What follows belongs to an exercise in optimizing a design on an open flow for small area, a short achievable clock period and few clock cycles; a production flow would make more cautious choices. In this exercise RTL edits were held to simulation tests only and were not proved equivalent to the original. Power and IR drop assume default switching activity.

## config.mk

```make
export PLATFORM = sky130hd
export DESIGN_NAME = cpu_top
export DESIGN_NICKNAME = cpu_top
export VERILOG_FILES = /design/flow/design.v
export SDC_FILE = /design/flow/constraint.sdc
export NUM_CORES = 4
export LEC_CHECK = 0
export CAP_MARGIN = 20
export CELL_PAD_IN_SITES_DETAIL_PLACEMENT = 1
export CELL_PAD_IN_SITES_GLOBAL_PLACEMENT = 2
export CORE_MARGIN = 2
export CORE_UTILIZATION = 30
export PLACE_DENSITY = 0.45
export SLEW_MARGIN = 20
```

## constraint.sdc

```tcl
create_clock -name core_clock -period 11.0 [get_ports {clk}]
set_input_delay 2.2000 -clock core_clock [delete_from_list [all_inputs] [get_ports {clk}]]
set_output_delay 2.2000 -clock core_clock [all_outputs]
set_load 0.01 [all_outputs]
```

## run.sh

```bash
#!/bin/bash
# synth_recipe.tcl (not shown) runs the flow's synth.tcl, then flattens the netlist and writes it again
# the make line also repeats each setting of config.mk as NAME=value (left out here)
make -C /OpenROAD-flow-scripts/flow DESIGN_CONFIG=/design/flow/config.mk WORK_HOME=/design/flow/orfs CLKGATE_MAP_FILE= SYNTH_SCRIPT=/design/flow/synth_recipe.tcl finish
```

## design.v

```verilog
package cpu_pkg;
    localparam int XLEN   = 32;
    localparam int REG_AW = 5;                      
    localparam int OPC_W  = 6;
    localparam logic [XLEN-1:0] RESET_PC = 32'h0000_8000;  
    localparam logic [XLEN-1:0] PC_STEP  = 32'd4;
    localparam int FLAG_C = 0;
    localparam int FLAG_Z = 1;
    localparam int FLAG_N = 2;
    localparam int FLAG_V = 3;
    typedef enum logic [OPC_W-1:0] {
        OP_ADD   = 6'h00, OP_SUB   = 6'h01, OP_AND  = 6'h02,
        OP_OR    = 6'h03, OP_XOR   = 6'h04, OP_NOT  = 6'h05,
        OP_SHL   = 6'h06, OP_SHR   = 6'h07, OP_CMP  = 6'h0B,
        OP_SAR   = 6'h0C, OP_ADDI  = 6'h0D, OP_SUBI = 6'h0E,
        OP_CMPI  = 6'h0F,
        OP_LOAD  = 6'h10, OP_STORE = 6'h11, OP_LOADI = 6'h12,
        OP_JMP   = 6'h20, OP_JZ    = 6'h21, OP_JNZ  = 6'h22,
        OP_JC    = 6'h23, OP_JNC   = 6'h24, OP_JLT  = 6'h25,
        OP_JGE   = 6'h26, OP_JLE   = 6'h27,
        OP_SETEQ = 6'h30, OP_SETNE = 6'h31, OP_SETLT = 6'h32,
        OP_SETGE = 6'h33, OP_SETLE = 6'h34, OP_SETGT = 6'h35,
        OP_HALT  = 6'h3E
    } opcode_e;
    typedef enum logic [2:0] {
        FETCH     = 3'd0,
        DECODE    = 3'd1,
        EXECUTE   = 3'd2,
        MEMORY    = 3'd3,    
        WRITEBACK = 3'd4
    } cpu_state_e;
    typedef struct packed {
        logic [OPC_W-1:0]  opcode;
        logic [1:0]        spare_hi;
        logic [REG_AW-1:0] rd;
        logic [REG_AW-1:0] rs1;
        logic [REG_AW-1:0] rs2;
        logic [8:0]        spare_lo;
    } instr_r_t;
    typedef struct packed {
        logic [OPC_W-1:0]  opcode;
        logic [1:0]        spare_hi;
        logic [REG_AW-1:0] rd;
        logic [18:0]       imm19;     
    } instr_i_t;
    typedef union packed {
        instr_r_t r;
        instr_i_t i;
    } cpu_instr_u;
    typedef struct packed {
        opcode_e           op;
        logic [REG_AW-1:0] rd;
        logic [REG_AW-1:0] rs1;
        logic [REG_AW-1:0] rs2;
        logic [XLEN-1:0]   imm;        
        logic              use_imm;
        logic              reg_write;
        logic              flag_write;
        logic              is_load;
        logic              is_store;
        logic              is_branch;
        logic              is_set;
        logic              is_halt;
    } cpu_decoded_t;
    typedef struct packed {
        logic [XLEN-1:0] addr;
        logic [XLEN-1:0] wdata;
        logic            read;
        logic            write;
    } mem_req_t;
endpackage
module cpu_regfile (
    input  logic        clk,
    input  logic        rst_n,
    input  logic [4:0]  raddr_a,
    input  logic [4:0]  raddr_b,
    input  logic [4:0]  waddr,
    input  logic        we,
    input  logic [31:0] wdata,
    output logic [31:0] rdata_a,
    output logic [31:0] rdata_b
);
    logic [31:0] regs [32];
    logic [31:0] vld;
    logic [31:0] wsel, sel_a, sel_b;
    always_comb begin
        for (int i = 0; i < 32; i++) begin
            wsel[i]  = we && (waddr == 5'(i));
            sel_a[i] = vld[i] && (raddr_a == 5'(i));
            sel_b[i] = vld[i] && (raddr_b == 5'(i));
        end
    end
    always_ff @(posedge clk or negedge rst_n) begin
        if (!rst_n)
            vld <= '0;
        else
            vld <= vld | wsel;
    end
    for (genvar i = 0; i < 32; i++) begin : g_reg
        always_ff @(posedge clk) begin
            if (wsel[i])
                regs[i] <= wdata;
        end
    end
    always_comb begin
        rdata_a = '0;
        rdata_b = '0;
        for (int i = 0; i < 32; i++) begin
            rdata_a = rdata_a | ({32{sel_a[i]}} & regs[i]);
            rdata_b = rdata_b | ({32{sel_b[i]}} & regs[i]);
        end
    end
endmodule
module cpu_core (
    input  logic        clk,
    input  logic        rst_n,
    output logic [31:0] mem_addr,
    output logic [31:0] mem_wdata,
    output logic        mem_read,
    output logic        mem_write,
    input  logic [31:0] mem_rdata,
    input  logic        mem_ready,
    output logic        halted,
    output logic [7:0]  cpu_flags
);
    logic        i_ld, i_st, i_br, i_rw, i_fw, i_halt;
    logic [4:0]  i_rs1, i_rb, i_rd;
    logic [18:0] i_imm;
    logic [2:0]  i_cc;
    logic        i_add, i_sub, i_and, i_or, i_xor, i_not;
    logic        i_shl, i_shr, i_sar, i_set, i_li, i_useimm;
    logic [31:2] fpc_q;          
    logic [3:0]  flags_q;        
    logic        halted_q;
    logic [5:0]  op;
    logic        d_ld, d_st, d_br, d_rw, d_fw, d_halt;
    logic        d_add, d_sub, d_and, d_or, d_xor, d_not;
    logic        d_shl, d_shr, d_sar, d_set, d_li, d_useimm;
    assign op = mem_rdata[31:26];
    always_comb begin
        d_add = (op == 6'h00) || (op == 6'h0D);
        d_sub = (op == 6'h01) || (op == 6'h0B) || (op == 6'h0E) || (op == 6'h0F);
        d_and = (op == 6'h02);
        d_or  = (op == 6'h03);
        d_xor = (op == 6'h04);
        d_not = (op == 6'h05);
        d_shl = (op == 6'h06);
        d_shr = (op == 6'h07);
        d_sar = (op == 6'h0C);
        d_useimm = (op == 6'h0D) || (op == 6'h0E) || (op == 6'h0F);
        d_ld  = (op == 6'h10);
        d_st  = (op == 6'h11);
        d_li  = (op == 6'h12);
        d_br  = (op[5:3] == 3'b100);
        d_set = (op[5:3] == 3'b110) && (op[2:1] != 2'b11);
        d_halt = (op == 6'h3E);
        d_fw  = (op[5:4] == 2'b00) && (op[3:0] != 4'h8) && (op[3:0] != 4'h9) &&
                (op[3:0] != 4'hA);
        d_rw  = (d_fw && (op != 6'h0B) && (op != 6'h0F)) || d_ld || d_li || d_set;
    end
    logic [31:0] ra, rb, opb, badd, simm, res;
    logic [32:0] sum;
    logic        alu_c, alu_v, fz, fn;
    logic        cond_br, cond_set, taken;
    logic        is_mem, halt_c, adv;
    logic [31:2] tgt, faddr;
    logic [31:0] shin, shout, shr_v;
    logic [4:0]  amt;
    logic        reg_we;
    logic [31:0] reg_wd;
    assign simm = {{20{i_imm[11]}}, i_imm[11:0]};
    assign opb  = i_useimm ? simm : rb;
    assign badd = i_sub ? ~opb : opb;
    assign sum  = {1'b0, ra} + {1'b0, badd} + {32'd0, i_sub};
    assign alu_c = i_add ? sum[32] : (i_sub & ~sum[32]);
    assign alu_v = (i_add | i_sub) & (ra[31] == badd[31]) & (sum[31] != ra[31]);
    assign amt = opb[4:0];
    always_comb begin
        for (int k = 0; k < 32; k++)
            shin[k] = i_shl ? ra[31-k] : ra[k];
        shr_v = 32'($signed({i_sar & ra[31], shin}) >>> amt);
        for (int k = 0; k < 32; k++)
            shout[k] = i_shl ? shr_v[31-k] : shr_v[k];
    end
    always_comb begin
        case (i_cc)
            3'd0: cond_br = 1'b1;
            3'd1: cond_br = flags_q[1];
            3'd2: cond_br = ~flags_q[1];
            3'd3: cond_br = flags_q[0];
            3'd4: cond_br = ~flags_q[0];
            3'd5: cond_br = flags_q[2];
            3'd6: cond_br = ~flags_q[2];
            default: cond_br = flags_q[2] | flags_q[1];
        endcase
        case (i_cc)
            3'd0: cond_set = flags_q[1];
            3'd1: cond_set = ~flags_q[1];
            3'd2: cond_set = flags_q[2];
            3'd3: cond_set = ~flags_q[2];
            3'd4: cond_set = flags_q[2] | flags_q[1];
            default: cond_set = ~flags_q[2] & ~flags_q[1];
        endcase
    end
    assign res = ({32{i_add | i_sub}}        & sum[31:0])
               | ({32{i_and}}                & (ra & opb))
               | ({32{i_or}}                 & (ra | opb))
               | ({32{i_xor}}                & (ra ^ opb))
               | ({32{i_not}}                & ~ra)
               | ({32{i_shl | i_shr | i_sar}} & shout)
               | ({32{i_li}}                 & {13'd0, i_imm})
               | {31'd0, i_set & cond_set};
    assign fz = (res == 32'd0);
    assign fn = res[31];
    assign is_mem = i_ld | i_st;
    assign taken  = i_br & cond_br;
    assign halt_c = halted_q | i_halt;
    assign adv    = mem_ready & ~halt_c;
    assign tgt    = fpc_q + simm[29:0];
    assign faddr  = taken ? tgt : fpc_q;
    assign mem_addr  = is_mem ? ra : {faddr, 2'b00};
    assign mem_wdata = rb;
    assign mem_read  = ~halt_c & ~i_st;
    assign mem_write = i_st & ~halted_q;
    assign halted    = halt_c;
    assign cpu_flags = {4'd0, flags_q};
    assign reg_we = adv & i_rw;
    assign reg_wd = i_ld ? mem_rdata : res;
    cpu_regfile u_regfile (
        .clk     (clk),
        .rst_n   (rst_n),
        .raddr_a (i_rs1),
        .raddr_b (i_rb),
        .waddr   (i_rd),
        .we      (reg_we),
        .wdata   (reg_wd),
        .rdata_a (ra),
        .rdata_b (rb)
    );
    always_ff @(posedge clk or negedge rst_n) begin
        if (!rst_n) begin
            i_ld     <= 1'b0;
            i_st     <= 1'b0;
            i_br     <= 1'b0;
            i_rw     <= 1'b0;
            i_fw     <= 1'b0;
            i_halt   <= 1'b0;
            fpc_q    <= 30'h0000_2000;      
            flags_q  <= 4'd0;
            halted_q <= 1'b0;
        end else begin
            if (i_halt)
                halted_q <= 1'b1;
            if (adv) begin
                if (i_fw)
                    flags_q <= {alu_v, fn, fz, alu_c};
                if (is_mem) begin
                    i_ld   <= 1'b0;
                    i_st   <= 1'b0;
                    i_br   <= 1'b0;
                    i_rw   <= 1'b0;
                    i_fw   <= 1'b0;
                    i_halt <= 1'b0;
                end else begin
                    i_ld   <= d_ld;
                    i_st   <= d_st;
                    i_br   <= d_br;
                    i_rw   <= d_rw;
                    i_fw   <= d_fw;
                    i_halt <= d_halt;
                    fpc_q  <= faddr + 30'd1;
                end
            end
        end
    end
    always_ff @(posedge clk) begin
        if (adv && !is_mem) begin
            i_rs1    <= mem_rdata[18:14];
            i_rb     <= d_st ? mem_rdata[23:19] : mem_rdata[13:9];
            i_rd     <= mem_rdata[23:19];
            i_imm    <= mem_rdata[18:0];
            i_cc     <= op[2:0];
            i_add    <= d_add;
            i_sub    <= d_sub;
            i_and    <= d_and;
            i_or     <= d_or;
            i_xor    <= d_xor;
            i_not    <= d_not;
            i_shl    <= d_shl;
            i_shr    <= d_shr;
            i_sar    <= d_sar;
            i_set    <= d_set;
            i_li     <= d_li;
            i_useimm <= d_useimm;
        end
    end
endmodule
module cpu_top (
    input  logic        clk,
    input  logic        rst_n,
    output logic [31:0] mem_addr,
    output logic [31:0] mem_wdata,
    output logic        mem_read,
    output logic        mem_write,
    input  logic [31:0] mem_rdata,
    input  logic        mem_ready,
    output logic        halted,
    output logic [7:0]  cpu_flags
);
    cpu_core u_core (
        .clk(clk), .rst_n(rst_n),
        .mem_addr(mem_addr), .mem_wdata(mem_wdata),
        .mem_read(mem_read), .mem_write(mem_write),
        .mem_rdata(mem_rdata), .mem_ready(mem_ready),
        .halted(halted), .cpu_flags(cpu_flags));
endmodule
```

==> results.txt <==
-- cell usage after synthesis (100+ instances only) --
master / count / area share, %
a2111oi_0: 152 / 2.1
a21oi_1: 173 / 1.4
a22oi_1: 413 / 4.9
and3_1: 113 / 1.1
clkbuf_1: 370 / 2.2
edfxtp_1: 1068 / 51
ha_1: 125 / 2.5
inv_1: 100 / 0.60
nand2_1: 774 / 4.6
nand3_1: 126 / 1.0
nand4_1: 261 / 2.6
nor2_1: 206 / 1.2
nor3_1: 499 / 4.0
o21ai_0: 125 / 0.99
-- stage by stage --
stage          hold slack, ns  total power [mW]
6_report               0.4636             12.47
2_1_floorplan          0.4284             6.173
4_1_cts                0.4689             12.43
3_3_place_gp           0.4516             7.374
5_1_grt                0.4909             12.71
3_5_place_dp           0.4549             7.384
-- worst paths after layout --
kind / from / to / slack, ns / cells after the start
worst max register to register: u_core.i_imm[15] / u_core.u_regfile.regs[28][31] / 1.53 / 23
min in group asynchronous: rst_n / u_core.fpc_q[21] / 1.40 / 1
max in group asynchronous: rst_n / u_core.u_regfile.vld[17] / 8.18 / 2
worst max-delay path: u_core.i_imm[15] / u_core.u_regfile.regs[28][31] / 1.53 / 23
worst min register to register: u_core.i_halt / u_core.i_halt / 0.46 / 1
worst min-delay path: u_core.i_halt / u_core.i_halt / 0.46 / 1
-- area by class of cell --
type                            instances  area (um2)
Fill cell                           22730      135700
Sequential cell                      1141       33920
Multi-Input combinational cell       4108       27200
Clock buffer                          166        3686
Tap cell                             2805        3510
Timing Repair Buffer                  411        3446
Clock inverter                         85        1169
Inverter                              110       412.9
Antenna cell                           30       75.07
-- flip-flops by register name, indices dropped and copies added, names as in the netlist, 3 cells and up --
| signal | count |
|---|---|
| u_core.u_regfile.vld | 32 |
| u_core.flags_q | 4 |
| u_core.i_cc | 3 |
| u_core.i_imm | 19 |
| u_core.i_rb | 5 |
| u_core.fpc_q | 30 |
| u_core.i_rd | 5 |
| u_core.u_regfile.regs | 1024 |
-- worst max-delay path, cell delays in order (launching register included) --
cell and delay (ns):
edfxtp_1 0.76, nor2_2 0.91, buf_4 0.39, and3_1 0.68, buf_4 0.49, a22oi_1 0.16
nand4_1 0.16, or4_1 0.55, ha_1 0.40, a21oi_1 0.44, nor2b_1 0.09, nor2_1 0.12
o21bai_1 0.10, a21o_1 0.19, a21o_1 0.27, a211o_1 0.33, o311ai_0 0.90, a311o_1 0.34
nand2_1 0.11, a31oi_1 0.29, a21oi_1 0.12, a221oi_1 0.83, mux2i_2 0.17, buf_4 0.30
-- power breakdown --
part           switching, mW  leakage, nW  internal, mW
Sequential             0.119         10.3          4.92
Combinational           1.63         11.1         0.699
Clock                   2.13         2.36          2.98
Total                   3.88         23.8          8.59
-- logic make-up after synthesis --
group	share of synthesized area [%]
other	0.005952
AOI/OAI and AO/OA	16.72
adders and majority gates	2.546
muxes	3.092
DFF	53.81
and+or+nand+nor	18.52
buffers and inverters	4.032
xor gates and xnor gates	1.279
-- layer usage --
metal	routed length [um]	track usage [%]	up-vias
met5	210	0.2262	-
met4	42760	32.39	24
met3	49480	10.95	1600
met2	205600	65.70	5275
met1	180800	54.41	33030
li1	-	-	23310
==> impl_metrics.csv <==
group,metric,value,unit
outcome,status,"finished clean",
sta,maxSlewHeadroom,10.03,%
clock_network,cts_setup_buffers,0,
floorplan,dieHeight,462.3,um
floorplan,dieArea,213700,um2
clock_network,cts_sinks,1141,
synth,syn_area,63000,um2
route,viasPerCell,7.140,
final_layout,drive_gt1_share,13.67,%
synth,synth_cell_types,96,
final_layout,fin_area,73420,um2
route,finalWirelength,478800,um
power,leakage,23.78,nW
synth,syn-instance-count,5874,
final_layout,final_cell_mix,"edfxtp_1 (1,068), nand2_1 (771), nor3_1 (495)",
route,firstDrtPassIters,9,
synth,async_flop_share,6.398,%
synth,syn_avg_cell_area,10.73,um2
floorplan,num_rows,168,
clock_network,cts_hold_buf,0,
synth,synth_edf_count,1068,
sta,max_freq,0.1056,GHz
synth,synthFlopType,"edfxtp_1",
clock_network,ctsResizeCount,0,
worst_setup_path,cp-end-kind,"flip-flop",
worst_setup_path,cp_max_fo,32,
global_route,grt_overflow_total,0,
floorplan,start_util,30.12,%
placed_design,portBuffers,105,
global_route,grt_first_pass_wirelength,613000,um
sta,finalCriticalPeriod,9.472,ns
floorplan,core_area,209200,um2
sta,report.final.hold_viol_count,0,
sta,finalCritPeriodShare,86.11,%
placed_design,dp_slack,1.838,ns
global_route,grt_usage,43.77,%
final_layout,stdcell_count,8856,
placed_design,post_dp_cell_area,68440,um2
clock_network,clk_pin_slew,0.06,ns
placed_design,gp_congestion,0.9831,
route,drt_iter0_markers,11100,
worst_setup_path,critical_path_class,"flip-flop to flip-flop",
global_route,grt_max_degree,60,
route,ant_nets,0,
floorplan,io_pins,110,
placed_design,hpwl,314800,um
sta,setup_viol,0,
run,maxCapViolCount,0,
power,ir_worst_vdd,0.1400,mV
synth,synth-seq-cells,1141,
route,drc,0,
placed_design,dp_cells,8573,
route,dr_total_vias,63230,
sta,tightest_slew,1.350,ns
worst_setup_path,start_kind,"flip-flop",
global_route,grt_pass1_vias,60010,
clock_network,root_buffer,"clkbuf_16",
final_layout,final_common_cell,"edfxtp_1",
power,powerDensity,169.9,nW/um2
clock_network,cts_buffers,141,
global_route,antenna_found_initial,52,
worst_setup_path,critical_path_required,11.55,ns
sta,slew_violations,0,
synth,yosysWarnings,3,
worst_setup_path,arrival,10.02,ns
sta,setup_tns,0,ns
clock_network,clockBufferDepth,3,
clock_network,cts_max_level,4,
worst_hold_path,hold_path_class,"flip-flop to flip-flop",
sta,skew,0.04883,ns
sta,layout_setup_ws,1.528,ns
clock_network,cts_tree,"done",
floorplan,dieWidth,462.3,um
final_layout,syn_to_final_growth,16.54,%
sta,rsz0062_at_grt,"false",
synth,yosysSeqAreaShare,53.81,%
clock_network,clock_latency,0.86,ns
route,post_drt_wl_per_cell,54.07,um
final_layout,final_util,35.11,%
final_layout,nNetsFinal,6075,
Testbench counts, summed over its fixed seeds: cycles 30,925.

static timing again, ports no longer ideal:
Ports are ideal in the flow. The routed layout listed here was re-timed in OpenROAD. Step 1: set_driving_cell puts a clkbuf_16 on clk and a buf_2 on each other input, an assumption about the parent block. Step 2, shift: input delay + t, output delay - t, t = (earliest + latest rising clock arrival at the registers) / 2. This alone moves slack from input paths to output paths. Slacks: ideal / step 1 / step 2; pairs: ideal / step 1.
shift t [ns]: 0.928
setup WS [ns]: 1.528 / 1.528 / 1.528
worst hold slack (ns): 0.464 / 0.464 / 0.464
worst register clock-pin slew, ns: 0.09 / 0.09
cell pins on the clock port's net: 1
After both steps this run still meets setup and hold. The setup slack of this run moves by 0.000 ns with the drivers and by 0.000 ns with both steps.
